This is an optimization exercise on Yosys and OpenROAD, whose aim is small area, a short achievable clock period and few clock cycles per item, not a production implementation.
Only simulation tests tie the RTL to the original design; equivalence was not proved.
Power and IR drop assume default switching activity.

**design/flow/design.v**
```verilog
`timescale 1ns/1ps
`default_nettype none
package systolic_pkg;
	localparam int DATA_W = 8;
	localparam int N_ROWS = 3;
	localparam int N_COLS = 4;
	localparam int N_OBLI = N_ROWS + N_COLS - 1;
endpackage
`default_nettype wire
`timescale 1ns/1ps
`default_nettype none
module booth_csd (
	input wire logic [3:0] one,
	input wire logic [3:0] two,
	input wire logic [3:0] neg,
	input wire logic [7:0] o,
	output logic [7:0] s,
	output logic [7:0] c,
	output logic [7:0] d,
	output logic [0:0] e
);
	wire p0_0, p0_1, p0_2, p0_3, p0_4, p0_5, p0_6, p0_7, p1_0, p1_1, p1_2, p1_3, p1_4, p1_5, p2_0, p2_1, p2_2, p2_3, p3_0, p3_1;
	wire t1, t2, t3, t4, t5, t6, t7, t8, t9, t10, t11, t12, t13, t14, t15, t16, t17, t18, t19, t20, t21;
	assign p0_0 = ((one[0] & o[0]) | 1'b0) ^ neg[0];
	assign p0_1 = ((one[0] & o[1]) | (two[0] & o[0])) ^ neg[0];
	assign p0_2 = ((one[0] & o[2]) | (two[0] & o[1])) ^ neg[0];
	assign p0_3 = ((one[0] & o[3]) | (two[0] & o[2])) ^ neg[0];
	assign p0_4 = ((one[0] & o[4]) | (two[0] & o[3])) ^ neg[0];
	assign p0_5 = ((one[0] & o[5]) | (two[0] & o[4])) ^ neg[0];
	assign p0_6 = ((one[0] & o[6]) | (two[0] & o[5])) ^ neg[0];
	assign p0_7 = ((one[0] & o[7]) | (two[0] & o[6])) ^ neg[0];
	assign p1_0 = ((one[1] & o[0]) | 1'b0) ^ neg[1];
	assign p1_1 = ((one[1] & o[1]) | (two[1] & o[0])) ^ neg[1];
	assign p1_2 = ((one[1] & o[2]) | (two[1] & o[1])) ^ neg[1];
	assign p1_3 = ((one[1] & o[3]) | (two[1] & o[2])) ^ neg[1];
	assign p1_4 = ((one[1] & o[4]) | (two[1] & o[3])) ^ neg[1];
	assign p1_5 = ((one[1] & o[5]) | (two[1] & o[4])) ^ neg[1];
	assign p2_0 = ((one[2] & o[0]) | 1'b0) ^ neg[2];
	assign p2_1 = ((one[2] & o[1]) | (two[2] & o[0])) ^ neg[2];
	assign p2_2 = ((one[2] & o[2]) | (two[2] & o[1])) ^ neg[2];
	assign p2_3 = ((one[2] & o[3]) | (two[2] & o[2])) ^ neg[2];
	assign p3_0 = ((one[3] & o[0]) | 1'b0) ^ neg[3];
	assign p3_1 = ((one[3] & o[1]) | (two[3] & o[0])) ^ neg[3];
	assign t1 = neg[0] ^ p0_0;
	assign t2 = neg[0] & p0_0;
	assign t3 = p0_1 ^ t2;
	assign t4 = p0_1 & t2;
	assign t5 = neg[1] ^ p0_2 ^ p1_0;
	assign t6 = (neg[1] & p0_2) | (neg[1] & p1_0) | (p0_2 & p1_0);
	assign t7 = t4 ^ t5;
	assign t8 = t4 & t5;
	assign t9 = p0_3 ^ p1_1;
	assign t10 = p0_3 & p1_1;
	assign t11 = neg[2] ^ p0_4 ^ p1_2;
	assign t12 = (neg[2] & p0_4) | (neg[2] & p1_2) | (p0_4 & p1_2);
	assign t13 = p0_5 ^ p1_3;
	assign t14 = p0_5 & p1_3;
	assign t15 = neg[3] ^ p0_6 ^ p1_4;
	assign t16 = (neg[3] & p0_6) | (neg[3] & p1_4) | (p0_6 & p1_4);
	assign t17 = p2_2 ^ p3_0;
	assign t18 = p2_2 & p3_0;
	assign t19 = p0_7 ^ p1_5;
	assign t20 = p2_3 ^ p3_1;
	assign t21 = t19 ^ t20;
	assign s[0] = t1;
	assign s[1] = t3;
	assign s[2] = t7;
	assign s[3] = t6;
	assign s[4] = p2_0;
	assign s[5] = p2_1;
	assign s[6] = t14;
	assign s[7] = t21;
	assign c[0] = 1'b0;
	assign c[1] = 1'b0;
	assign c[2] = 1'b0;
	assign c[3] = t8;
	assign c[4] = t10;
	assign c[5] = t12;
	assign c[6] = t15;
	assign c[7] = t16;
	assign d[0] = 1'b0;
	assign d[1] = 1'b0;
	assign d[2] = 1'b0;
	assign d[3] = t9;
	assign d[4] = t11;
	assign d[5] = t13;
	assign d[6] = t17;
	assign d[7] = t18;
	assign e[0] = 1'b0;
endmodule
module csa_q1 (
	input wire logic [7:0] a,
	input wire logic [7:0] b_s,
	input wire logic [7:0] b_c,
	input wire logic [7:0] b_d,
	input wire logic [0:0] e,
	output logic [7:0] s,
	output logic [7:0] c
);
	wire t1, t2, t3, t4, t5, t6, t7, t8, t9, t10, t11, t12, t13, t14, t15, t16, t17, t18, t19, t20, t21, t22, t23, t24, t25, t26, t27, t28, t29, t30, t31, t32;
	assign t1 = a[0] ^ b_s[0] ^ b_c[0];
	assign t2 = (a[0] & b_s[0]) | (a[0] & b_c[0]) | (b_s[0] & b_c[0]);
	assign t3 = a[1] ^ b_s[1] ^ b_c[1];
	assign t4 = (a[1] & b_s[1]) | (a[1] & b_c[1]) | (b_s[1] & b_c[1]);
	assign t5 = b_d[1] ^ t2;
	assign t6 = b_d[1] & t2;
	assign t7 = a[2] ^ b_s[2] ^ b_c[2];
	assign t8 = (a[2] & b_s[2]) | (a[2] & b_c[2]) | (b_s[2] & b_c[2]);
	assign t9 = b_d[2] ^ t4 ^ t7;
	assign t10 = (b_d[2] & t4) | (b_d[2] & t7) | (t4 & t7);
	assign t11 = a[3] ^ b_s[3] ^ b_c[3];
	assign t12 = (a[3] & b_s[3]) | (a[3] & b_c[3]) | (b_s[3] & b_c[3]);
	assign t13 = b_d[3] ^ t8 ^ t11;
	assign t14 = (b_d[3] & t8) | (b_d[3] & t11) | (t8 & t11);
	assign t15 = a[4] ^ b_s[4] ^ b_c[4];
	assign t16 = (a[4] & b_s[4]) | (a[4] & b_c[4]) | (b_s[4] & b_c[4]);
	assign t17 = b_d[4] ^ t12 ^ t15;
	assign t18 = (b_d[4] & t12) | (b_d[4] & t15) | (t12 & t15);
	assign t19 = a[5] ^ b_s[5] ^ b_c[5];
	assign t20 = (a[5] & b_s[5]) | (a[5] & b_c[5]) | (b_s[5] & b_c[5]);
	assign t21 = b_d[5] ^ t16 ^ t19;
	assign t22 = (b_d[5] & t16) | (b_d[5] & t19) | (t16 & t19);
	assign t23 = a[6] ^ b_s[6] ^ b_c[6];
	assign t24 = (a[6] & b_s[6]) | (a[6] & b_c[6]) | (b_s[6] & b_c[6]);
	assign t25 = b_d[6] ^ t20 ^ t23;
	assign t26 = (b_d[6] & t20) | (b_d[6] & t23) | (t20 & t23);
	assign t27 = a[7] ^ b_s[7];
	assign t28 = b_c[7] ^ b_d[7];
	assign t29 = e[0] ^ t27;
	assign t30 = t28 ^ t24;
	assign t31 = t29 ^ t30;
	assign t32 = t31 ^ t26;
	assign s[0] = b_d[0];
	assign s[1] = t3;
	assign s[2] = t6;
	assign s[3] = t10;
	assign s[4] = t14;
	assign s[5] = t18;
	assign s[6] = t22;
	assign s[7] = t32;
	assign c[0] = t1;
	assign c[1] = t5;
	assign c[2] = t9;
	assign c[3] = t13;
	assign c[4] = t17;
	assign c[5] = t21;
	assign c[6] = t25;
	assign c[7] = 1'b0;
endmodule
module csa_s2 (
	input wire logic [7:0] a_s,
	input wire logic [7:0] a_c,
	input wire logic [7:0] b_s,
	input wire logic [7:0] b_c,
	input wire logic [7:0] b_d,
	input wire logic [0:0] e,
	output logic [7:0] s,
	output logic [7:0] c
);
	wire t1, t2, t3, t4, t5, t6, t7, t8, t9, t10, t11, t12, t13, t14, t15, t16, t17, t18, t19, t20, t21, t22, t23, t24, t25, t26, t27, t28, t29, t30, t31, t32, t33, t34, t35, t36, t37, t38, t39, t40, t41, t42, t43, t44, t45, t46, t47, t48;
	assign t1 = a_s[0] ^ a_c[0] ^ b_s[0];
	assign t2 = (a_s[0] & a_c[0]) | (a_s[0] & b_s[0]) | (a_c[0] & b_s[0]);
	assign t3 = b_c[0] ^ b_d[0];
	assign t4 = b_c[0] & b_d[0];
	assign t5 = a_s[1] ^ a_c[1] ^ b_s[1];
	assign t6 = (a_s[1] & a_c[1]) | (a_s[1] & b_s[1]) | (a_c[1] & b_s[1]);
	assign t7 = b_c[1] ^ b_d[1] ^ t4;
	assign t8 = (b_c[1] & b_d[1]) | (b_c[1] & t4) | (b_d[1] & t4);
	assign t9 = t2 ^ t5;
	assign t10 = t2 & t5;
	assign t11 = a_s[2] ^ a_c[2] ^ b_s[2];
	assign t12 = (a_s[2] & a_c[2]) | (a_s[2] & b_s[2]) | (a_c[2] & b_s[2]);
	assign t13 = b_c[2] ^ b_d[2] ^ t6;
	assign t14 = (b_c[2] & b_d[2]) | (b_c[2] & t6) | (b_d[2] & t6);
	assign t15 = t11 ^ t8 ^ t10;
	assign t16 = (t11 & t8) | (t11 & t10) | (t8 & t10);
	assign t17 = a_s[3] ^ a_c[3] ^ b_s[3];
	assign t18 = (a_s[3] & a_c[3]) | (a_s[3] & b_s[3]) | (a_c[3] & b_s[3]);
	assign t19 = b_c[3] ^ b_d[3] ^ t12;
	assign t20 = (b_c[3] & b_d[3]) | (b_c[3] & t12) | (b_d[3] & t12);
	assign t21 = t17 ^ t14 ^ t19;
	assign t22 = (t17 & t14) | (t17 & t19) | (t14 & t19);
	assign t23 = a_s[4] ^ a_c[4] ^ b_s[4];
	assign t24 = (a_s[4] & a_c[4]) | (a_s[4] & b_s[4]) | (a_c[4] & b_s[4]);
	assign t25 = b_c[4] ^ b_d[4] ^ t18;
	assign t26 = (b_c[4] & b_d[4]) | (b_c[4] & t18) | (b_d[4] & t18);
	assign t27 = t23 ^ t20 ^ t25;
	assign t28 = (t23 & t20) | (t23 & t25) | (t20 & t25);
	assign t29 = a_s[5] ^ a_c[5] ^ b_s[5];
	assign t30 = (a_s[5] & a_c[5]) | (a_s[5] & b_s[5]) | (a_c[5] & b_s[5]);
	assign t31 = b_c[5] ^ b_d[5] ^ t24;
	assign t32 = (b_c[5] & b_d[5]) | (b_c[5] & t24) | (b_d[5] & t24);
	assign t33 = t29 ^ t26 ^ t31;
	assign t34 = (t29 & t26) | (t29 & t31) | (t26 & t31);
	assign t35 = a_s[6] ^ a_c[6] ^ b_s[6];
	assign t36 = (a_s[6] & a_c[6]) | (a_s[6] & b_s[6]) | (a_c[6] & b_s[6]);
	assign t37 = b_c[6] ^ b_d[6] ^ t30;
	assign t38 = (b_c[6] & b_d[6]) | (b_c[6] & t30) | (b_d[6] & t30);
	assign t39 = t35 ^ t32 ^ t37;
	assign t40 = (t35 & t32) | (t35 & t37) | (t32 & t37);
	assign t41 = a_s[7] ^ a_c[7];
	assign t42 = b_s[7] ^ b_c[7];
	assign t43 = b_d[7] ^ e[0];
	assign t44 = t41 ^ t42;
	assign t45 = t43 ^ t36;
	assign t46 = t44 ^ t45;
	assign t47 = t38 ^ t46;
	assign t48 = t47 ^ t40;
	assign s[0] = t1;
	assign s[1] = t7;
	assign s[2] = t13;
	assign s[3] = t16;
	assign s[4] = t22;
	assign s[5] = t28;
	assign s[6] = t34;
	assign s[7] = t48;
	assign c[0] = t3;
	assign c[1] = t9;
	assign c[2] = t15;
	assign c[3] = t21;
	assign c[4] = t27;
	assign c[5] = t33;
	assign c[6] = t39;
	assign c[7] = 1'b0;
endmodule
`default_nettype wire
`timescale 1ns/1ps
`default_nettype none
module systolic_top (
	input wire logic clk,
	input wire logic rst,
	input wire logic [23:0] horz_data,
	input wire logic [2:0] horz_we,
	output logic [2:0] horz_wrdy,
	input wire logic [47:0] obli_data,
	input wire logic [5:0] obli_we,
	output logic [5:0] obli_wrdy,
	output logic [7:0] dout,
	output logic dout_en
);
	logic [7:0] hl [3];
	logic [2:0] hl_e;
	logic [7:0] ol [6];
	logic [5:0] ol_e;
	logic [7:0] hw [3];
	logic [2:0] hw_v;
	logic [3:0] c0;
	logic s0_v, s1_v;
	logic [3:0] s0_c, s1_c;
	logic [7:0] p_s [3];
	logic [7:0] p_c [3];
	logic [7:0] p_d [3];
	logic [0:0] p_e [3];
	logic a_d, v2_d, v3_d;
	logic [7:0] q0, q1_s, q1_c, s2_s, s2_c;
	logic [7:0] o_op [3];
	logic [7:0] m_s [3];
	logic [7:0] m_c [3];
	logic [7:0] m_d [3];
	logic [0:0] m_e [3];
	logic [7:0] t_q0, n1_s, n1_c, n2_s, n2_c;
	logic av0, av1, av2;
	logic adv, go0;
	logic [2:0] fin, hw_ld;
	logic [5:0] o_use;
	logic [3:0] enc_one [3];
	logic [3:0] enc_two [3];
	logic [3:0] enc_neg [3];
	assign s0_c = {c0[0], c0[3:1]};
	always_comb begin
		for (int r = 0; r < 3; r++) begin
			o_op[r] = '0;
		end
		av0 = 1'b0;
		av1 = 1'b0;
		av2 = 1'b0;
		for (int c = 0; c < 4; c++) begin
			o_op[0] = o_op[0] | ({8{c0[c]}} & ol[c]);
			o_op[1] = o_op[1] | ({8{s0_c[c]}} & ol[c + 1]);
			o_op[2] = o_op[2] | ({8{s1_c[c]}} & ol[c + 2]);
			av0 = av0 | (c0[c] & ~ol_e[c]);
			av1 = av1 | (s0_c[c] & ~ol_e[c + 1]);
			av2 = av2 | (s1_c[c] & ~ol_e[c + 2]);
		end
		av0 = av0 & hw_v[0];
		av1 = av1 & hw_v[1];
		av2 = av2 & hw_v[2];
		adv = ~(~c0[0] & ~av0) & ~(s0_v & ~av1) & ~(s1_v & ~av2);
		go0 = adv & av0;
		o_use = '0;
		for (int c = 0; c < 4; c++) begin
			o_use[c] = o_use[c] | (go0 & c0[c]);
			o_use[c + 1] = o_use[c + 1] | (adv & s0_v & s0_c[c]);
			o_use[c + 2] = o_use[c + 2] | (adv & s1_v & s1_c[c]);
		end
		fin[0] = go0 & c0[3];
		fin[1] = adv & s0_v & s0_c[3];
		fin[2] = adv & s1_v & s1_c[3];
		for (int r = 0; r < 3; r++) begin
			hw_ld[r] = ~hl_e[r] & (~hw_v[r] | fin[r]);
		end
	end
	assign t_q0 = p_s[0] + p_c[0] + p_d[0];
	always_comb begin
		for (int r = 0; r < 3; r++) begin
			for (int i = 0; i < 4; i++) begin
				logic b2, b1, b0;
				b2 = hw[r][2*i+1];
				b1 = hw[r][2*i];
				b0 = (i == 0) ? 1'b0 : hw[r][2*i-1];
				enc_one[r][i] = b1 ^ b0;
				enc_two[r][i] = (b2 & ~b1 & ~b0) | (~b2 & b1 & b0);
				enc_neg[r][i] = b2 & ~(b1 & b0);
			end
		end
	end
	always_ff @(posedge clk) begin
		if (!rst) begin
			hl_e <= '1;
			ol_e <= '1;
			hw_v <= '0;
			c0 <= 4'b0001;
			s0_v <= 1'b0;
			s1_v <= 1'b0;
			a_d <= 1'b0;
			v2_d <= 1'b0;
			v3_d <= 1'b0;
			dout_en <= 1'b0;
		end else begin
			hl_e <= (hl_e & ~horz_we) | hw_ld;
			ol_e <= (ol_e & ~obli_we) | o_use;
			hw_v <= hw_ld | (hw_v & ~fin);
			if (go0) c0 <= {c0[2:0], c0[3]};
			if (adv) begin
				s0_v <= go0;
				s1_v <= s0_v;
			end
			a_d <= adv;
			v2_d <= adv & s1_v;
			v3_d <= v2_d;
			dout_en <= v3_d;
		end
	end
	always_ff @(posedge clk) begin
		for (int r = 0; r < 3; r++) begin
			if (horz_we[r]) hl[r] <= horz_data[8*r +: 8];
			if (hw_ld[r]) hw[r] <= hl[r];
			p_s[r] <= m_s[r];
			p_c[r] <= m_c[r];
			p_d[r] <= m_d[r];
			p_e[r] <= m_e[r];
		end
		for (int k = 0; k < 6; k++) begin
			if (obli_we[k]) ol[k] <= obli_data[8*k +: 8];
		end
		if (adv) begin
			s1_c <= s0_c;
		end
		if (a_d) begin
			q0 <= t_q0 ^ {p_e[0], 7'd0};
			q1_s <= n1_s;
			q1_c <= n1_c;
		end
		s2_s <= n2_s;
		s2_c <= n2_c;
		dout <= s2_s + s2_c;
	end
	for (genvar r = 0; r < 3; r++) begin : g_row
		booth_csd u_mul (
			.one(enc_one[r]),
			.two(enc_two[r]),
			.neg(enc_neg[r]),
			.o(o_op[r]),
			.s(m_s[r]),
			.c(m_c[r]),
			.d(m_d[r]),
			.e(m_e[r])
		);
	end
	csa_q1 u_add1 (.a(q0), .b_s(p_s[1]), .b_c(p_c[1]), .b_d(p_d[1]), .e(p_e[1]), .s(n1_s), .c(n1_c));
	csa_s2 u_add2 (.a_s(q1_s), .a_c(q1_c), .b_s(p_s[2]), .b_c(p_c[2]), .b_d(p_d[2]), .e(p_e[2]),
		.s(n2_s), .c(n2_c));
	assign horz_wrdy = hl_e;
	assign obli_wrdy = ol_e;
endmodule
`default_nettype wire
```
**design/flow/flow/run.sh**
```bash
#!/bin/bash
# Standard layout (the standard.sh: standard synthesis through finish),
# with two changes to how the layout is made:
# - ports get a small plain buffer (buf_1) rather than the delay buffer that
#   buffer_ports picks by default; every input and output port is still
#   buffered, and the resizer may still upsize these buffers;
# - clock tree synthesis clusters up to 30 registers per leaf buffer and
#   inserts no dummy loads.
set -euo pipefail
export BUFFER_PORTS_ARGS="-buffer_cell sky130_fd_sc_hd__buf_1"
export CTS_ARGS="-sink_clustering_enable -repair_clock_nets -dont_use_dummy_load -sink_clustering_size 30 -sink_clustering_max_diameter 80"
bash standard.sh finish > standard_sh.log 2>&1
```
**design/flow/standard.sh**
```bash
#!/bin/bash
# synth_recipe.tcl (not shown) runs the flow's synth.tcl, then flattens the netlist and writes it again
# the make line also repeats each setting of config.mk as NAME=value (left out here)
make -C /OpenROAD-flow-scripts/flow DESIGN_CONFIG=/design/flow/config.mk WORK_HOME=/design/flow/orfs CLKGATE_MAP_FILE= SYNTH_SCRIPT=/design/flow/synth_recipe.tcl "${@:-finish}"
```
**design/flow/config.mk**
```make
export PLATFORM = sky130hd
export DESIGN_NAME = systolic_top
export DESIGN_NICKNAME = systolic_top
export VERILOG_FILES = /design/flow/design.v
export SDC_FILE = /design/flow/constraint.sdc
export NUM_CORES = 4
export LEC_CHECK = 0
export CAP_MARGIN = 20
export CORE_MARGIN = 2
export CORE_UTILIZATION = 40
export SETUP_SLACK_MARGIN = 2.9
export SLEW_MARGIN = 20
```
**design/flow/constraint.sdc**
```tcl
create_clock -name core_clock -period 5.0 [get_ports {clk}]
set_input_delay 1.0000 -clock core_clock [delete_from_list [all_inputs] [get_ports {clk}]]
set_output_delay 1.0000 -clock core_clock [all_outputs]
set_load 0.01 [all_outputs]
```
==> results of run 1 <==
## cell type report
| class | instances | area (um^2) | area share |
|---|---|---|---|
| Clock buffer | 13 | 325.3 | 0.02957 |
| Inverter | 57 | 219.0 | 0.01990 |
| Multi-Input combinational cell | 424 | 3826 | 0.3477 |
| Sequential cell | 218 | 5599 | 0.5089 |
| Tap cell | 319 | 399.1 | 0.03627 |
| Timing Repair Buffer | 132 | 634.4 | 0.05765 |
## through the flow
step                setup WS (ns)  instances  utilization  cell area, um^2  total power, W
finish                      2.865       1163       0.4702            11000        0.004778
global route                2.750       1163       0.4702            11000        0.005124
floorplan                   2.908        726            -             9544        0.003452
global placement            2.342       1118       0.4354            10190        0.003779
detailed placement          2.329       1118       0.4354            10190        0.003809
CTS                         2.842       1147       0.4602            10770        0.004833
## worst min-delay path by stage
stage          depth (start not counted)  slack (ns)               to             from
2_1_floorplan                          0        0.31  dout[0]$_DFF_P_  s2_s[0]$_DFF_P_
3_3_place_gp                           0        0.32  dout[1]$_DFF_P_  s2_c[1]$_DFF_P_
3_5_place_dp                           0        0.31  dout[0]$_DFF_P_  s2_s[0]$_DFF_P_
4_1_cts                                0        0.34  dout[0]$_DFF_P_  s2_s[0]$_DFF_P_
5_1_grt                                0        0.35  dout[0]$_DFF_P_  s2_s[0]$_DFF_P_
6_report                               0        0.34  dout[0]$_DFF_P_  s2_s[0]$_DFF_P_
## Yosys cell counts (all sizes together), types with 3 or more instances
| library cell | count |
|---|---|
| nand3 | 24 |
| a21o | 3 |
| and2b | 4 |
| nor2 | 5 |
| buf | 11 |
| ha | 44 |
| a221o | 4 |
| nand3b | 6 |
| fa | 32 |
| xnor2 | 63 |
| a22oi | 57 |
| edfxtp | 121 |
| clkbuf | 16 |
| a22o | 15 |
| o41ai | 3 |
| inv | 57 |
| o21ai | 24 |
| o22ai | 3 |
| mux2i | 14 |
| nand2b | 10 |
| xor2 | 5 |
| a21oi | 11 |
| nand2 | 60 |
| and2 | 4 |
| dfxtp | 97 |
| nor2b | 19 |
## cell families (layout without fill, tap and decap cells)
logic type | Yosys count | in the layout | share of synthesized area
multiplexers | 14 | 14 | 0.01471
adder cells (fa/ha/maj) | 76 | 76 | 0.1251
AND/OR/NAND/NOR | 135 | 135 | 0.07304
flip-flops | 218 | 218 | 0.5854
buffers and inverters | 84 | 202 | 0.03626
AO/OA/AOI/OAI | 131 | 131 | 0.1030
XOR/XNOR | 68 | 68 | 0.06253
## worst reg2reg max path, stage by stage (launching register included)
cell and delay (ns):
dfxtp_1 0.33, inv_2 0.04, fa_2 0.37, inv_2 0.07, fa_1 0.42, fa_2 0.36, xnor2_2 0.14, xnor2_1 0.13
xnor2_1 0.12
## flip-flops by register name (all words and copies together) (netlist names), 3 cells and up
signal	count
ol	48
s2_c	6
hl_e	3
s1_c	4
p_s	24
hw_v	3
q1_s	6
q0	8
q1_c	7
p_c	15
s2_s	7
hl	24
p_d	15
hw	24
c0	4
dout	8
ol_e	6
## layout by cell type, fill, tap and decap left out, types with 6 or more instances in the layout
master,synthesis,final
clkbuf_16,0,13
ha_1,44,44
dfxtp_1,97,86
nor2b_2,1,7
inv_1,56,54
fa_1,32,30
nand3b_1,6,6
xnor2_1,63,62
a22o_1,15,15
buf_4,1,31
nand3_2,0,8
nor2b_1,17,8
a21oi_1,11,9
dfxtp_2,0,7
edfxtp_1,121,121
a22oi_1,56,43
nand2_1,58,52
a22oi_2,1,14
buf_1,1,95
nand2_2,1,6
o21ai_0,22,20
nand2b_1,10,10
nand3_1,24,15
mux2i_1,14,14
## routing by layer
layer | part of all wire | up-vias | track usage
met1 | 0.46 | 2690 | 0.2106
met5 | 0 | - | 0
met2 | 0.46 | 156 | 0.2507
li1 | - | 2794 | -
met3 | 0.043 | 29 | 0.02395
met4 | 0.031 | 0 | 0.04976
## power groups by stage
stage	Combinational, W	Clock, W	Sequential (W)
finish	0.00130	0.000998	0.00248
global route	0.00152	0.00109	0.00252
CTS	0.00131	0.00104	0.00249
detailed placement	0.00128	0	0.00253
global placement	0.00125	0	0.00253
floorplan	0.000976	0	0.00248
## repair_timing
action / CTS / global route
setup endpoints to repair: 55 / 49
buffers inserted: 16 / 16
gates resized for setup: 42 / 28
pin swaps: 11 / 10
hold endpoints to repair: 0 / 0
==> flow_metrics.env, run 1 <==
export IMPL_status="finished clean"
export IMPL_seqPwrFrac=0.518
export IMPL_cp_max_fo=1
export IMPL_grt_overflow=0
export IMPL_leakage_nw=4.299
export IMPL_area_growth_pct=15.53
export IMPL_portBuffers=100
export IMPL_timing_rr_start="p_s[2][5]$_DFF_P_"
export IMPL_async_flop_share=0
export IMPL_r2r_end="s2_s[7]$_DFF_P_"
export IMPL_drc=0
export IMPL_drv_slew=0
export IMPL_cp_cell_sequence="inv_2, fa_2, inv_2, fa_1, fa_2, xnor2_2, xnor2_1, xnor2_1"
export IMPL_cts_buffers=13
export IMPL_fmax_mhz=468.5
export IMPL_yosysWarnings=27
export IMPL_grt_start_max_net_pins=31
export IMPL_die_area_um2=25060
export IMPL_synth_cell_types=51
export IMPL_p_int_w=0.003408
export IMPL_coreArea_um2=23400
export IMPL_finalHoldViolations=0
export IMPL_finalCritPeriodShare=0.4269
export IMPL_routed_wl_um=18640
export IMPL_yosysTopAreaCellShare=0.3815
export IMPL_p_switching_w=0.001371
export IMPL_clock_latency_ns=0.49
export IMPL_cp_arrival_ns=2.46
export IMPL_grt_antenna_before_repair=0
export IMPL_clkSinkCount=218
export IMPL_syn_cell_area_um2=9524
export IMPL_ctsHoldBuffers=0
export IMPL_cp_startpoint="p_s[2][5]$_DFF_P_"
export IMPL_power_density_nw_per_um2=434.3
export IMPL_grt_pass1_wl_um=29460
export IMPL_tns_ns=0
export IMPL_dr_pass1_iters=5
export IMPL_detail_route_iter0_violations=360
export IMPL_path_buf_inv=2
export IMPL_hpwl_um=14120
export IMPL_worst_slew_pin_slew_ns=0.8904
export IMPL_synth_edff_count=121
export IMPL_cp_end_kind="flop"
export IMPL_pin_count=101
export IMPL_hp_class="reg -> reg"
export IMPL_yosys_top_cells_area="edfxtp_1, dfxtp_1, fa_1"
export IMPL_required_ns=5.32
export IMPL_syn_avg_cell_area_um2=13.12
export IMPL_die_height_um=158.3
export IMPL_cts_buffer_depth=3
export IMPL_crit_end="s2_s[7]$_DFF_P_"
export IMPL_slowest_stage="fa_1"
export IMPL_path_clk_slew_ns=0.10
export IMPL_ys_seq_area_frac=0.5854
export IMPL_cp_num_cells=8
export IMPL_antenna_cells=0
export IMPL_slowest_delay_ns=0.42
export IMPL_hold_slack_ns=0.3377
export IMPL_setup_viol_count_final=0
export IMPL_vias=5669
export IMPL_drt_vias_per_instance=4.874
export IMPL_cap_viol_max_count=0
export IMPL_path_delay_family="adder cells"
export IMPL_grt_usage=0.1534
export IMPL_switching_share=0.2868
export IMPL_synth_cells=726
export IMPL_ys_ff_latch=218
export IMPL_drive_gt1_frac=0.1422
export IMPL_p_comb_frac=0.273
export IMPL_std_cell_rows=56
export IMPL_synth_flop_cell="edfxtp_1"
export IMPL_grt_pass1_vias=5606
export IMPL_cts_tree="built"
export IMPL_ant_nets=0
export IMPL_place_congestion=0.8618
export IMPL_root_buffer="clkbuf_16"
export IMPL_skew_ns=0.05894
export IMPL_max_slew_margin_rel=0.4056
export IMPL_rsz0062_at_grt="yes"
export IMPL_fin_nets=1005
export IMPL_nFillCells=2138
export IMPL_wl_per_cell_um=16.03
export IMPL_cts_max_level=1
export IMPL_start_kind="flop"
export IMPL_reg2regPathDepth=8
export IMPL_path_class="reg -> reg"
export IMPL_initial_core_util=0.4070
export IMPL_ir_drop_mv=0.2622
export IMPL_period_minus_slack_ns=2.135
export IMPL_dieWidth_um=158.3
export IMPL_power_frac_clock=0.209
export IMPL_synth_area_leader_cell="edfxtp_1"
export IMPL_reg2reg_slack_ns=2.87
export IMPL_synth_nets=885
Testbench counts, summed over its fixed seeds: cycles 3,925, sets 960.
==> run 2: changes to the inputs <==
--- a/design/flow/config.mk
+++ b/design/flow/config.mk
@@ -6,7 +6,8 @@
 export NUM_CORES = 4
 export LEC_CHECK = 0
+export ABC_AREA = 1
 export CAP_MARGIN = 20
 export CORE_MARGIN = 2
 export CORE_UTILIZATION = 40
-export SETUP_SLACK_MARGIN = 2.9
+export SETUP_SLACK_MARGIN = 2.8
 export SLEW_MARGIN = 20
==> run 2 against run 1 <==
Net effect: via count rose by 11%; clock skew is 0.0068 ns higher; count of clock-buffer cells in the layout stayed put; non-clock buffer count decreased by 14; final cell count rose by 15%; register-to-register slack better by 0.03 ns; critical path depth unchanged; routed wire length grew 2.3%; critical path type unchanged; critical endpoint is now p_s[2][2]$_DFF_P_; largest power group unchanged.
==> flow_metrics.env, run 2 <==
export IMPL_status="finished clean"
export IMPL_grt_pass1_wl_um=30210
export IMPL_syn_cell_area_um2=9844
export IMPL_cts_buffers=13
export IMPL_ctsHoldBuffers=0
export IMPL_cts_max_level=1
export IMPL_drc=0
export IMPL_yosysWarnings=27
export IMPL_area_growth_pct=11.73
export IMPL_ys_seq_area_frac=0.5663
export IMPL_cts_buffer_depth=3
export IMPL_cp_end_kind="flop"
export IMPL_antenna_cells=0
export IMPL_cts_tree="built"
export IMPL_synth_flop_cell="edfxtp_1"
export IMPL_cap_viol_max_count=0
export IMPL_finalCritPeriodShare=0.4202
export IMPL_path_class="reg -> reg"
export IMPL_drt_vias_per_instance=4.678
export IMPL_required_ns=5.35
export IMPL_grt_pass1_vias=5886
export IMPL_detail_route_iter0_violations=448
export IMPL_yosys_top_cells_area="edfxtp_1, dfxtp_1, nand2_1"
export IMPL_cp_max_fo=8
export IMPL_synth_cell_types=36
export IMPL_async_flop_share=0
export IMPL_ant_nets=0
export IMPL_finalHoldViolations=0
export IMPL_wl_per_cell_um=14.23
export IMPL_path_clk_slew_ns=0.11
export IMPL_power_density_nw_per_um2=449.1
export IMPL_synth_area_leader_cell="edfxtp_1"
export IMPL_grt_usage=0.1478
export IMPL_coreArea_um2=24250
export IMPL_ir_drop_mv=0.2808
export IMPL_skew_ns=0.06571
export IMPL_vias=6268
export IMPL_rsz0062_at_grt="yes"
export IMPL_clkSinkCount=218
export IMPL_synth_most_common_cell="nand2_1"
export IMPL_grt_overflow=0
export IMPL_worst_slew_pin_slew_ns=0.9243
export IMPL_tns_ns=0
export IMPL_synth_cells=900
export IMPL_reg2reg_slack_ns=2.90
export IMPL_root_buffer="clkbuf_16"
export IMPL_portBuffers=100
export IMPL_final_util=0.4536
export IMPL_max_slew_margin_rel=0.3830
export IMPL_mostFrequentLayoutCells="nand2_1, edfxtp_1, inv_1, buf_1, dfxtp_1"
export IMPL_stdcell_count=1340
export IMPL_synth_nets=1059
export IMPL_period_minus_slack_ns=2.101
export IMPL_dp_cells=1308
export IMPL_std_cell_rows=57
export IMPL_grt_start_max_net_pins=31
export IMPL_largest_reg_flops=48
export IMPL_leakage_nw=4.706
export IMPL_hp_class="reg -> reg"
export IMPL_drv_slew=0
export IMPL_nFillCells=2317
export IMPL_cp_arrival_ns=2.46
export IMPL_die_height_um=160.9
export IMPL_clock_latency_ns=0.49
export IMPL_yosysTopAreaCellShare=0.3691
export IMPL_drive_gt1_frac=0.07677
export IMPL_yosys_top_cells_count="nand2_1, edfxtp_1, inv_1"
export IMPL_dr_pass1_iters=5
export IMPL_fin_nets=1177
export IMPL_dieWidth_um=160.9
export IMPL_initial_core_util=0.4060
export IMPL_grt_antenna_before_repair=0
export IMPL_start_kind="flop"
export IMPL_fmax_mhz=475.9
export IMPL_synth_edff_count=121
export IMPL_pin_count=101
export IMPL_syn_avg_cell_area_um2=10.94
export IMPL_place_congestion=0.9160
export IMPL_ys_ff_latch=218
export IMPL_routed_wl_um=19070
export IMPL_top_register="ol"
export IMPL_die_area_um2=25880
export IMPL_setup_viol_count_final=0
export IMPL_hpwl_um=14790
export IMPL_layout_commonest_cell="nand2_1"
run 2: logic make-up (layout without fill, tap and decap cells):
| logic type | after synthesis | count (layout) | synth area share |
|---|---|---|---|
| fa+ha+maj | 76 | 76 | 0.1210 |
| compound gates | 77 | 77 | 0.04766 |
| flops | 218 | 218 | 0.5663 |
| xor+xnor | 69 | 69 | 0.06139 |
| simple gates | 323 | 324 | 0.1446 |
| buf+inv | 137 | 252 | 0.05897 |
run 2: timing repair:
item	CTS	global route
gates resized for setup	4	11
setup buffers	3	15
setup endpoints to repair	30	35
pin swaps	1	6
hold endpoints to repair	0	0
cloned	1	0
run 2: through the flow:
stage	hold WS, ns	setup WS (ns)	total power (W)	instance area (um^2)
final	0.3246	2.899	0.004940	11000
after CTS	0.3235	2.803	0.004977	10860
after global placement	0.3184	2.567	0.003931	10500
after global routing	0.3295	2.775	0.005355	11000
after floorplan	0.3096	3.008	0.003572	9844
after detailed placement	0.3192	2.541	0.003972	10500
run 2: routing by layer:
layer  wire, um  global-route usage  up-vias
li1           -                   -     3170
met1       8813              0.2007     2923
met2       8992              0.2501      150
met3        799             0.01989       25
met4        460             0.03977        0
met5          0                   0        -
run 2: area by class of cell:
cell class	count	area, um^2	area share
inverter	121	454.2	0.04129
tap	324	405.4	0.03686
clock buffer	13	325.3	0.02958
timing repair buffer	118	510.5	0.04641
sequential	218	5583	0.5076
multi-input combinational	546	3721	0.3383
run 2: final timing paths:
kind / end / from / depth (start not counted)
max: p_s[2][2]$_DFF_P_ / s1_c[2]$_DFFE_PN_ / 8
min: dout[1]$_DFF_P_ / s2_c[1]$_DFF_P_ / 0
max reg2reg: p_s[2][2]$_DFF_P_ / s1_c[2]$_DFFE_PN_ / 8
min reg2reg: dout[1]$_DFF_P_ / s2_c[1]$_DFF_P_ / 0
run 2: worst max-delay path, cell delays in order (launching register included):
cell	delay, ns
edfxtp_1	0.54
buf_4	0.20
nand2_1	0.05
nand4_1	0.25
inv_2	0.16
o22ai_1	0.11
xor2_1	0.16
ha_1	0.21
ha_1	0.29
run 2: power by group:
part	internal, W	total, W	switching [W]
clock network	0.000466	0.000987	0.000521
registers	0.00235	0.00253	0.000180
logic	0.000639	0.00142	0.000785
total	0.00345	0.00494	0.00149
==> run 3: changes to the inputs <==
--- a/design/flow/config.mk
+++ b/design/flow/config.mk
@@ -6,8 +6,7 @@
 export NUM_CORES = 4
 export LEC_CHECK = 0
-export ABC_AREA = 1
 export CAP_MARGIN = 20
 export CORE_MARGIN = 2
-export CORE_UTILIZATION = 40
+export CORE_UTILIZATION = 55
 export SETUP_SLACK_MARGIN = 2.8
 export SLEW_MARGIN = 20
==> run 3 against run 2 <==
Net effect: combinational power down 6%; first-iteration DRC count grew 16%; total power is 3.2% lower; critical endpoint is now hw[0][4]$_DFFE_PP_; sequential cell count did not move; register-to-register slack got worse by 0.09 ns.
==> flow_metrics.env, run 3 <==
export IMPL_status="finished clean"
export IMPL_die_area_um2=18380
export IMPL_ant_nets=0
export IMPL_hp_class="reg -> reg"
export IMPL_drc=0
export IMPL_root_buffer="clkbuf_16"
export IMPL_rsz0062_at_grt="yes"
export IMPL_coreArea_um2=17120
export IMPL_async_flop_share=0
export IMPL_finalCritPeriodShare=0.4390
export IMPL_fmax_mhz=455.6
export IMPL_grt_usage=0.2070
export IMPL_vias=5763
export IMPL_finalHoldViolations=0
export IMPL_cts_buffers=12
export IMPL_cp_max_fo=8
export IMPL_p_int_w=0.003382
export IMPL_yosysTopAreaCellShare=0.3815
export IMPL_p_comb_frac=0.281
export IMPL_drv_slew=0
export IMPL_portBuffers=100
export IMPL_start_kind="flop"
export IMPL_synth_cells=726
export IMPL_detail_route_iter0_violations=518
export IMPL_nFillCells=1331
export IMPL_period_minus_slack_ns=2.195
export IMPL_drive_gt1_frac=0.1068
export IMPL_yosysWarnings=27
export IMPL_ys_seq_area_frac=0.5854
export IMPL_synth_edff_count=121
export IMPL_slowest_delay_ns=0.50
export IMPL_largest_reg_flops=48
export IMPL_syn_cell_area_um2=9524
export IMPL_cts_buffer_depth=3
export IMPL_routed_wl_um=18870
export IMPL_skew_ns=0.04313
export IMPL_grt_pass1_wl_um=29120
export IMPL_timing_rr_start="ol_e[2]$_SDFF_PN1_"
export IMPL_die_height_um=135.6
export IMPL_path_clk_slew_ns=0.10
export IMPL_cp_cell_sequence="and2b_2, o41ai_4, buf_4, a221oi_4, nand2_2, a21oi_4"
export IMPL_hpwl_um=14280
export IMPL_mostFrequentLayoutCells="edfxtp_1, buf_1, dfxtp_1, xnor2_1, nand2_1"
export IMPL_reg2regPathDepth=6
export IMPL_ys_ff_latch=218
export IMPL_required_ns=5.17
export IMPL_ctsHoldBuffers=0
export IMPL_dieWidth_um=135.6
export IMPL_design_area_um2=10700
export IMPL_std_cell_rows=48
export IMPL_yosys_top_cells_area="edfxtp_1, dfxtp_1, fa_1"
export IMPL_layout_commonest_cell="edfxtp_1"
export IMPL_tns_ns=0
export IMPL_cap_viol_max_count=0
export IMPL_area_growth_pct=12.35
export IMPL_switching_share=0.2930
export IMPL_placement_cell_area_um2=10060
export IMPL_grt_overflow=0
export IMPL_setup_viol_count_final=0
export IMPL_power_density_nw_per_um2=447.0
export IMPL_grt_pass1_vias=5512
export IMPL_seqPwrFrac=0.520
export IMPL_clock_latency_ns=0.48
export IMPL_dr_pass1_iters=6
export IMPL_r2r_end="hw[0][4]$_DFFE_PP_"
export IMPL_leakage_nw=4.215
export IMPL_synth_most_common_cell="edfxtp_1"
export IMPL_synth_nets=885
export IMPL_p_switching_w=0.001401
export IMPL_grt_start_max_net_pins=31
export IMPL_reg2reg_slack_ns=2.81
export IMPL_holdPathEnd="dout[1]$_DFF_P_"
export IMPL_fin_nets=994
export IMPL_synth_flop_cell="edfxtp_1"
export IMPL_worst_slew_pin_slew_ns=1.009
export IMPL_synth_cell_types=51
export IMPL_yosys_top_cells_count="edfxtp_1, dfxtp_1, xnor2_1"
export IMPL_cp_end_kind="flop"
export IMPL_wl_per_cell_um=17.83
export IMPL_top_register="ol"
export IMPL_min_delay_path_depth=0
export IMPL_synth_area_leader_cell="edfxtp_1"
export IMPL_cts_max_level=1
export IMPL_min_from="s2_c[1]$_DFF_P_"
export IMPL_initial_core_util=0.5564
export IMPL_clkSinkCount=218
export IMPL_drt_vias_per_instance=5.447
export IMPL_pin_count=101
export IMPL_power_frac_clock=0.199
export IMPL_path_class="reg -> reg"
export IMPL_cts_tree="built"
export IMPL_slowest_stage="a221oi_4"
export IMPL_syn_avg_cell_area_um2=13.12
export IMPL_grt_antenna_before_repair=0
export IMPL_place_congestion=0.8894
export IMPL_antenna_cells=0
export IMPL_cp_arrival_ns=2.36
export IMPL_max_slew_margin_rel=0.3267
export IMPL_ir_drop_mv=0.3400
run 3: cell count changes in the layout (fill, tap and decap cells not counted), sizes merged, moves of 19 or more:
cell	delta
nand2	-162
a22oi	+56
xor2	-42
nor2	-33
inv	-63
xnor2	+41
nor2b	+19
nand4	-24
run 3: routing by layer:
layer	track usage	vias to the layer above	part of all wire
met2	0.3260	203	0.46
met1	0.2903	2743	0.44
li1	-	2769	-
met5	0	-	0
met4	0.07118	0	0.037
met3	0.03928	48	0.067
run 3: worst max-delay path by stage:
stage                                  start  slack, ns                  to  cells after the start
after CTS                 ol_e[3]$_SDFF_PN1_       2.79        obli_wrdy[3]                      1
after global routing      c0[1]$_SDFFE_PN0N_       2.73   p_d[1][4]$_DFF_P_                      6
after detailed placement  c0[0]$_SDFFE_PN1N_       2.40  hw[0][6]$_DFFE_PP_                      5
after global placement    c0[3]$_SDFFE_PN0N_       2.51  hw[0][6]$_DFFE_PP_                      5
final                     ol_e[2]$_SDFF_PN1_       2.81  hw[0][4]$_DFFE_PP_                      6
after floorplan            q1_s[5]$_DFFE_PP_       2.88     s2_s[7]$_DFF_P_                      8
run 3: metrics by stage:
stage / cells / util / total power, W / hold WS [ns] / worst slack [ns]
2_1_floorplan: 726 / - / 0.003424 / 0.3096 / 2.878
3_3_place_gp: 1024 / 0.5877 / 0.003780 / 0.3137 / 2.507
3_5_place_dp: 1024 / 0.5877 / 0.003824 / 0.3121 / 2.395
4_1_cts: 1042 / 0.6116 / 0.004810 / 0.3422 / 2.788
5_1_grt: 1058 / 0.6251 / 0.005113 / 0.3442 / 2.734
6_report: 1058 / 0.6251 / 0.004783 / 0.3386 / 2.805
run 3: worst max-delay path: cells and delay by family, from the launching register on:
| family | cells | cell delay [ns] |
|---|---|---|
| compound gates | 3 | 0.91 |
| buf+inv | 1 | 0.16 |
| flops | 1 | 0.36 |
| simple gates | 2 | 0.46 |
run 3: timing repair:
| item | CTS | global route |
|---|---|---|
| gates cloned | 0 | 0 |
| setup buffers | 6 | 16 |
| endpoints found under the hold margin | 0 | 0 |
| resized for setup | 18 | 30 |
| pin swaps | 6 | 14 |
| setup endpoints to repair | 31 | 27 |
run 3: cells by family (layout without fill, tap and decap cells):
group | Yosys count | after routing | synth area share
flops | 218 | 218 | 0.5854
simple gates | 135 | 135 | 0.07304
compound gates | 131 | 131 | 0.1030
buf+inv | 84 | 191 | 0.03626
fa+ha+maj | 76 | 76 | 0.1251
xor+xnor | 68 | 68 | 0.06253
mux | 14 | 14 | 0.01471
run 3: layout make-up:
type | instances | area [um^2] | share of cell area
multi-input combinational | 424 | 3755 | 0.3509
inverter | 57 | 216.5 | 0.02023
clock buffer | 12 | 300.3 | 0.02806
sequential | 218 | 5594 | 0.5228
tap | 225 | 281.5 | 0.02631
timing repair buffer | 122 | 553.0 | 0.05168
run 3: power groups by stage:
stage | Clock (W) | Sequential [W] | Combinational (W)
6_report | 0.000953 | 0.00249 | 0.00134
5_1_grt | 0.00104 | 0.00252 | 0.00155
3_5_place_dp | 0 | 0.00254 | 0.00129
3_3_place_gp | 0 | 0.00253 | 0.00125
2_1_floorplan | 0 | 0.00248 | 0.000949
4_1_cts | 0.000984 | 0.00249 | 0.00134
==> run 4: changes to the inputs <==
--- a/design/flow/config.mk
+++ b/design/flow/config.mk
@@ -8,5 +8,5 @@
 export CAP_MARGIN = 20
 export CORE_MARGIN = 2
-export CORE_UTILIZATION = 55
+export CORE_UTILIZATION = 40
 export SETUP_SLACK_MARGIN = 2.8
 export SLEW_MARGIN = 20
==> run 4 against run 3 <==
Net effect: via count is 3.0% lower; synthesized area stayed put; total power hardly changed; sequential cell count stayed put; combinational power hardly changed; utilization is 17 points lower; global-route usage is 5.1 points lower; largest cell class unchanged.
==> flow_metrics.env, run 4 <==
export IMPL_yosys_area_share_xor_xnor=0.06253
export IMPL_dr_pass1_iters=5
export IMPL_coreArea_um2=23400
export IMPL_drc=0
export IMPL_skew_ns=0.07465
export IMPL_drive_gt1_frac=0.07805
export IMPL_async_flop_share=0
export IMPL_start_kind="flop"
export IMPL_grt_antenna_before_repair=1
export IMPL_synth_most_common_cell="edfxtp_1"
export IMPL_grt_pass1_vias=5474
export IMPL_muxShareOfSynthArea=0.01471
export IMPL_layout_commonest_cell="edfxtp_1"
export IMPL_yosysWarnings=27
export IMPL_power_w=0.004780
export IMPL_dp_slack_ns=2.374
export IMPL_grt_overflow=0
export IMPL_yosys_top_cells_count="edfxtp_1, dfxtp_1, xnor2_1"
export IMPL_die_height_um=158.3
export IMPL_slowest_delay_ns=0.45
export IMPL_path_class="reg -> reg"
export IMPL_synth_edff_count=121
export IMPL_yosys_area_share_simple=0.07304
export IMPL_dieWidth_um=158.3
export IMPL_tns_ns=0
export IMPL_cap_viol_max_count=0
export IMPL_cts_buffer_depth=3
export IMPL_cts_max_level=1
export IMPL_grt_pass1_wl_um=29730
export IMPL_cp_arrival_ns=2.51
export IMPL_ir_drop_mv=0.2430
export IMPL_hp_class="reg -> reg"
export IMPL_nFillCells=2176
export IMPL_slowest_stage="fa_1"
export IMPL_detail_route_iter0_violations=390
export IMPL_leakage_nw=4.130
export IMPL_ys_ff_latch=218
export IMPL_pin_count=101
export IMPL_ys_seq_area_frac=0.5854
export IMPL_mostFrequentLayoutCells="edfxtp_1, buf_1, dfxtp_1, xnor2_1, nand2_1"
export IMPL_fmax_mhz=462.8
export IMPL_synth_compound_area_share=0.1030
export IMPL_yosysTopAreaCellShare=0.3815
export IMPL_root_buffer="clkbuf_16"
export IMPL_crit_top_cell="a22oi_1"
export IMPL_top_register="ol"
export IMPL_synth_nets=885
export IMPL_period_minus_slack_ns=2.161
export IMPL_syn_avg_cell_area_um2=13.12
export IMPL_design_area_um2=10690
export IMPL_routed_wl_um=18870
export IMPL_hold_slack_ns=0.3402
export IMPL_die_area_um2=25060
export IMPL_cts_tree="built"
export IMPL_rsz0062_at_grt="yes"
export IMPL_cp_max_fo=7
export IMPL_ant_nets=0
export IMPL_wl_per_cell_um=16.57
export IMPL_finalHoldViolations=0
export IMPL_synth_cell_types=51
export IMPL_status="finished clean"
export IMPL_initial_core_util=0.4070
export IMPL_power_density_nw_per_um2=447.3
export IMPL_cts_buffers=13
export IMPL_syn_cell_area_um2=9524
export IMPL_max_slew_margin_rel=0.4048
export IMPL_cp_end_kind="flop"
export IMPL_drv_slew=0
export IMPL_largest_reg_flops=48
export IMPL_place_congestion=0.9110
export IMPL_required_ns=5.35
export IMPL_vias=5591
export IMPL_clkSinkCount=218
export IMPL_clock_latency_ns=0.49
export IMPL_antenna_cells=0
export IMPL_area_growth_pct=12.20
export IMPL_drt_vias_per_instance=4.909
export IMPL_std_cell_rows=56
export IMPL_synth_cells=726
export IMPL_finalCritPeriodShare=0.4321
export IMPL_cp_cell_sequence="a22oi_1, nand3_1, a22oi_1, xnor2_1, fa_1"
export IMPL_setup_viol_count_final=0
export IMPL_grt_usage=0.1562
export IMPL_hpwl_um=14510
export IMPL_ctsHoldBuffers=0
export IMPL_grt_start_max_net_pins=31
export IMPL_synthAdderAreaFrac=0.1251
export IMPL_synth_top_family_by_area="adder cells"
export IMPL_synth_flop_cell="edfxtp_1"
export IMPL_fin_nets=981
export IMPL_placement_cell_area_um2=10180
export IMPL_worst_slew_pin_slew_ns=0.8916
export IMPL_synth_area_leader_cell="edfxtp_1"
export IMPL_yosys_top_cells_area="edfxtp_1, dfxtp_1, fa_1"
export IMPL_layout_setup_ws_ns=2.839
export IMPL_path_clk_slew_ns=0.10
export IMPL_portBuffers=100
run 4: cell counts after synthesis:
No cell type changed its count.
run 4: cells by family (layout without fill, tap and decap cells):
| family | count (synthesis) | in the layout |
|---|---|---|
| multiplexers | 14 | 14 |
| XOR/XNOR | 68 | 68 |
| AND/OR/NAND/NOR | 135 | 135 |
| flip-flops | 218 | 218 |
| buffers and inverters | 84 | 178 |
| AO/OA/AOI/OAI | 131 | 131 |
| adder cells (fa/ha/maj) | 76 | 76 |
run 4: final timing paths:
kind | startpoint | depth (start not counted) | slack [ns] | endpoint
worst max-delay path | ol[1][2]$_DFFE_PP_ | 5 | 2.84 | p_d[1][4]$_DFF_P_
worst min-delay path | s2_s[0]$_DFF_P_ | 0 | 0.34 | dout[0]$_DFF_P_
worst max register to register | ol[1][2]$_DFFE_PP_ | 5 | 2.84 | p_d[1][4]$_DFF_P_
worst min register to register | s2_s[0]$_DFF_P_ | 0 | 0.34 | dout[0]$_DFF_P_
run 4: metrics by stage:
stage	instances	utilization
after global routing	1139	0.4566
after CTS	1137	0.4540
after global placement	1118	0.4349
after floorplan	726	-
final	1139	0.4566
after detailed placement	1118	0.4349
run 4: repair_timing:
action	4_1_cts	5_1_grt
gates resized for setup	19	16
pin swaps	11	9
buffers inserted	6	2
endpoints found under the setup margin	35	32
gates cloned	0	0
run 4: report_power, final:
group	internal [W]	switching (W)
combinational	0.000625	0.000680
clock	0.000466	0.000535
sequential	0.00230	0.000169
run 4: area by class of cell:
type / count / area, um^2 / area share
timing repair buffer: 108 / 447.9 / 0.04192
clock buffer: 13 / 325.3 / 0.03044
sequential: 218 / 5595 / 0.5236
inverter: 57 / 216.5 / 0.02026
tap: 319 / 399.1 / 0.03735
multi-input combinational: 424 / 3702 / 0.3464
run 4: critical path, delay by kind of cell (launching register included):
| family | cells | cell delay (ns) |
|---|---|---|
| compound gates | 2 | 0.63 |
| fa+ha+maj | 1 | 0.45 |
| flops | 1 | 0.42 |
| simple gates | 1 | 0.35 |
| xor+xnor | 1 | 0.17 |
run 4: layer usage:
layer,GRT usage,share of wire,vias up
met4,0.05534,0.032,0
met3,0.03157,0.050,35
met2,0.2551,0.47,139
met5,0,0,-
met1,0.2080,0.45,2674
li1,-,-,2743
==> run 5: changes to the inputs <==
--- a/design/flow/config.mk
+++ b/design/flow/config.mk
@@ -6,7 +6,7 @@
 export NUM_CORES = 4
 export LEC_CHECK = 0
-export CAP_MARGIN = 20
+export CAP_MARGIN = 5
 export CORE_MARGIN = 2
 export CORE_UTILIZATION = 40
 export SETUP_SLACK_MARGIN = 2.8
-export SLEW_MARGIN = 20
+export SLEW_MARGIN = 5
==> run 5 against run 4 <==
Net effect: still clean; die area unchanged; clock power is essentially flat; routed wire length did not move; sequential share of layout area unchanged; sequential power barely moved; via count stayed put; hold slack unchanged; combinational power about the same; non-clock buffer count unchanged; register-to-register slack hardly changed; synthesized area did not move; largest cell class unchanged.
==> flow_metrics.env, run 5 <==
export IMPL_status="finished clean"
export IMPL_finalHoldViolations=0
export IMPL_async_flop_share=0
export IMPL_syn_avg_cell_area_um2=13.12
export IMPL_min_from="s2_s[0]$_DFF_P_"
export IMPL_finalCritPeriodShare=0.4321
export IMPL_switching_share=0.2896
export IMPL_synth_flop_cell="edfxtp_1"
export IMPL_drive_gt1_frac=0.07805
export IMPL_ir_drop_mv=0.2430
export IMPL_placement_cell_area_um2=10180
export IMPL_p_int_w=0.003396
export IMPL_timing_rr_start="ol[1][2]$_DFFE_PP_"
export IMPL_yosysWarnings=27
export IMPL_synth_top_family_by_area="adder cells"
export IMPL_power_frac_clock=0.209
export IMPL_grt_pass1_vias=5474
export IMPL_place_congestion=0.9110
export IMPL_synth_compound_area_share=0.1030
export IMPL_yosys_area_share_simple=0.07304
export IMPL_std_cell_rows=56
export IMPL_synthAdderAreaFrac=0.1251
export IMPL_synth_most_common_cell="edfxtp_1"
export IMPL_dr_pass1_iters=5
export IMPL_period_minus_slack_ns=2.161
export IMPL_design_area_um2=10690
export IMPL_cts_buffers=13
export IMPL_die_area_um2=25060
export IMPL_hpwl_um=14510
export IMPL_ys_ff_latch=218
export IMPL_clkSinkCount=218
export IMPL_path_clk_slew_ns=0.10
export IMPL_top_register="ol"
export IMPL_synth_edff_count=121
export IMPL_seqPwrFrac=0.517
export IMPL_cp_startpoint="ol[1][2]$_DFFE_PP_"
export IMPL_max_slew_margin_rel=0.4048
export IMPL_synth_nets=885
export IMPL_muxShareOfSynthArea=0.01471
export IMPL_root_buffer="clkbuf_16"
export IMPL_grt_start_max_net_pins=31
export IMPL_layout_setup_ws_ns=2.839
export IMPL_grt_usage=0.1562
export IMPL_antenna_cells=0
export IMPL_detail_route_iter0_violations=390
export IMPL_dieWidth_um=158.3
export IMPL_clock_latency_ns=0.49
export IMPL_cts_max_level=1
export IMPL_yosys_top_cells_area="edfxtp_1, dfxtp_1, fa_1"
export IMPL_leakage_nw=4.130
export IMPL_grt_overflow=0
export IMPL_synth_cell_types=51
export IMPL_grt_antenna_before_repair=1
export IMPL_mostFrequentLayoutCells="edfxtp_1, buf_1, dfxtp_1, xnor2_1, nand2_1"
export IMPL_cp_arrival_ns=2.51
export IMPL_power_density_nw_per_um2=447.3
export IMPL_skew_ns=0.07465
export IMPL_grt_pass1_wl_um=29730
export IMPL_drv_slew=0
export IMPL_portBuffers=100
export IMPL_ant_nets=0
export IMPL_die_height_um=158.3
export IMPL_yosysTopAreaCellShare=0.3815
export IMPL_dp_slack_ns=2.374
export IMPL_vias=5591
export IMPL_initial_core_util=0.4070
export IMPL_rsz0062_at_grt="yes"
export IMPL_start_kind="flop"
export IMPL_pin_count=101
export IMPL_layout_commonest_cell="edfxtp_1"
export IMPL_cts_buffer_depth=3
export IMPL_coreArea_um2=23400
export IMPL_drc=0
export IMPL_hp_class="reg -> reg"
export IMPL_ys_seq_area_frac=0.5854
export IMPL_synth_cells=726
export IMPL_required_ns=5.35
export IMPL_area_growth_pct=12.20
export IMPL_yosys_area_share_xor_xnor=0.06253
export IMPL_synth_area_leader_cell="edfxtp_1"
export IMPL_cp_max_fo=7
export IMPL_path_class="reg -> reg"
export IMPL_routed_wl_um=18870
export IMPL_largest_reg_flops=48
export IMPL_worst_slew_pin_slew_ns=0.8916
export IMPL_cap_viol_max_count=0
export IMPL_fmax_mhz=462.8
export IMPL_setup_viol_count_final=0
export IMPL_tns_ns=0
export IMPL_syn_cell_area_um2=9524
export IMPL_cts_tree="built"
export IMPL_fin_nets=981
export IMPL_yosys_top_cells_count="edfxtp_1, dfxtp_1, xnor2_1"
export IMPL_wl_per_cell_um=16.57
export IMPL_p_switching_w=0.001384
export IMPL_cp_end_kind="flop"
export IMPL_p_comb_frac=0.273
export IMPL_drt_vias_per_instance=4.909
==> run 5: worst max-delay path, stage by stage (launching register included) <==
cell      delay, ns
edfxtp_1       0.42
a22oi_1        0.36
nand3_1        0.35
a22oi_1        0.27
xnor2_1        0.17
fa_1           0.45
==> run 5: final cells by class <==
type	count	area, um^2
multi-input cells	424	3702
fillers	2176	12720
well taps	319	399.1
repair buffers	108	447.9
inverters	57	216.5
flip-flops and latches	218	5595
clock buffers	13	325.3
==> run 5: power by group through the flow <==
stage	clock network, W	logic, W	registers, W
6_report	0.00100	0.00131	0.00247
3_5_place_dp	0	0.00127	0.00253
3_3_place_gp	0	0.00124	0.00252
4_1_cts	0.00104	0.00131	0.00248
2_1_floorplan	0	0.000949	0.00248
5_1_grt	0.00110	0.00152	0.00252
==> run 5: path summary, 6_finish.rpt <==
path                            end  slack [ns]  cells past startpoint
setup / recovery  p_d[1][4]$_DFF_P_        2.84                      5
hold / removal      dout[0]$_DFF_P_        0.34                      0
setup reg to reg  p_d[1][4]$_DFF_P_        2.84                      5
hold reg to reg     dout[0]$_DFF_P_        0.34                      0
==> run 5: layer usage <==
metal | part of all wire | up-vias | GRT usage | wire length (um)
li1 | - | 2743 | - | -
met1 | 0.45 | 2674 | 0.2080 | 8502
met2 | 0.47 | 139 | 0.2551 | 8811
met3 | 0.050 | 35 | 0.03157 | 947
met4 | 0.032 | 0 | 0.05534 | 612
met5 | 0 | - | 0 | 0
==> run 5: what timing repair did <==
action,CTS,global route
setup endpoints to repair,35,32
hold buffers,0,0
gates resized for setup,19,16
buffers inserted,6,2
pin swaps,11,9
==> run 5: logic make-up after synthesis <==
group	Yosys count
simple gates	135
xor+xnor	68
buf+inv	84
flops	218
compound gates	131
mux	14
fa+ha+maj	76
==> run 5: stage by stage <==
step,util,std cells,total power [W],hold slack [ns]
finish,0.4566,1139,0.004780,0.3402
global route,0.4566,1139,0.005143,0.3460
CTS,0.4540,1137,0.004834,0.3441
detailed placement,0.4349,1118,0.003793,0.3182
global placement,0.4349,1118,0.003759,0.3128
floorplan,-,726,0.003424,0.3096

[re-timing with driven ports]
In the flow no input, the clock included, has a driving cell. The finished layouts below were timed again as built, in two steps.
Step 1 assumes that a clkbuf_16 drives the clock port and a buf_2 every other input.
Step 2 adds t to the input delays and takes it off the output delays; t is the mean of the earliest and latest rising clock arrival at the registers after step 1. Input paths then give back, and output paths get back, about the clock's delay inside the block.
Three values: ideal, step 1, step 2; two values: the first two.
| run | t, ns | slack for setup (ns) | latest minus earliest clock arrival (ns) | worst register clock-pin slew, ns | pins driven straight from the clock port |
|---|---|---|---|---|---|
| run 1 | 0.508 | 2.865 / 2.865 / 2.697 | 0.060 / 0.060 | 0.10 / 0.10 | 1 |
| run 2 | 0.504 | 2.899 / 2.875 / 2.898 | 0.066 / 0.066 | 0.11 / 0.11 | 1 |
| run 3 | 0.503 | 2.805 / 2.805 / 2.571 | 0.044 / 0.044 | 0.10 / 0.10 | 1 |
| run 4 | 0.500 | 2.839 / 2.832 / 2.620 | 0.075 / 0.075 | 0.10 / 0.10 | 1 |
| run 5 | 0.500 | 2.839 / 2.832 / 2.620 | 0.075 / 0.075 | 0.10 / 0.10 | 1 |
After both steps every run listed still meets setup and hold. The setup slack of run 3, which loses most, moves by 0.000 ns with the drivers and by -0.234 ns with both steps.
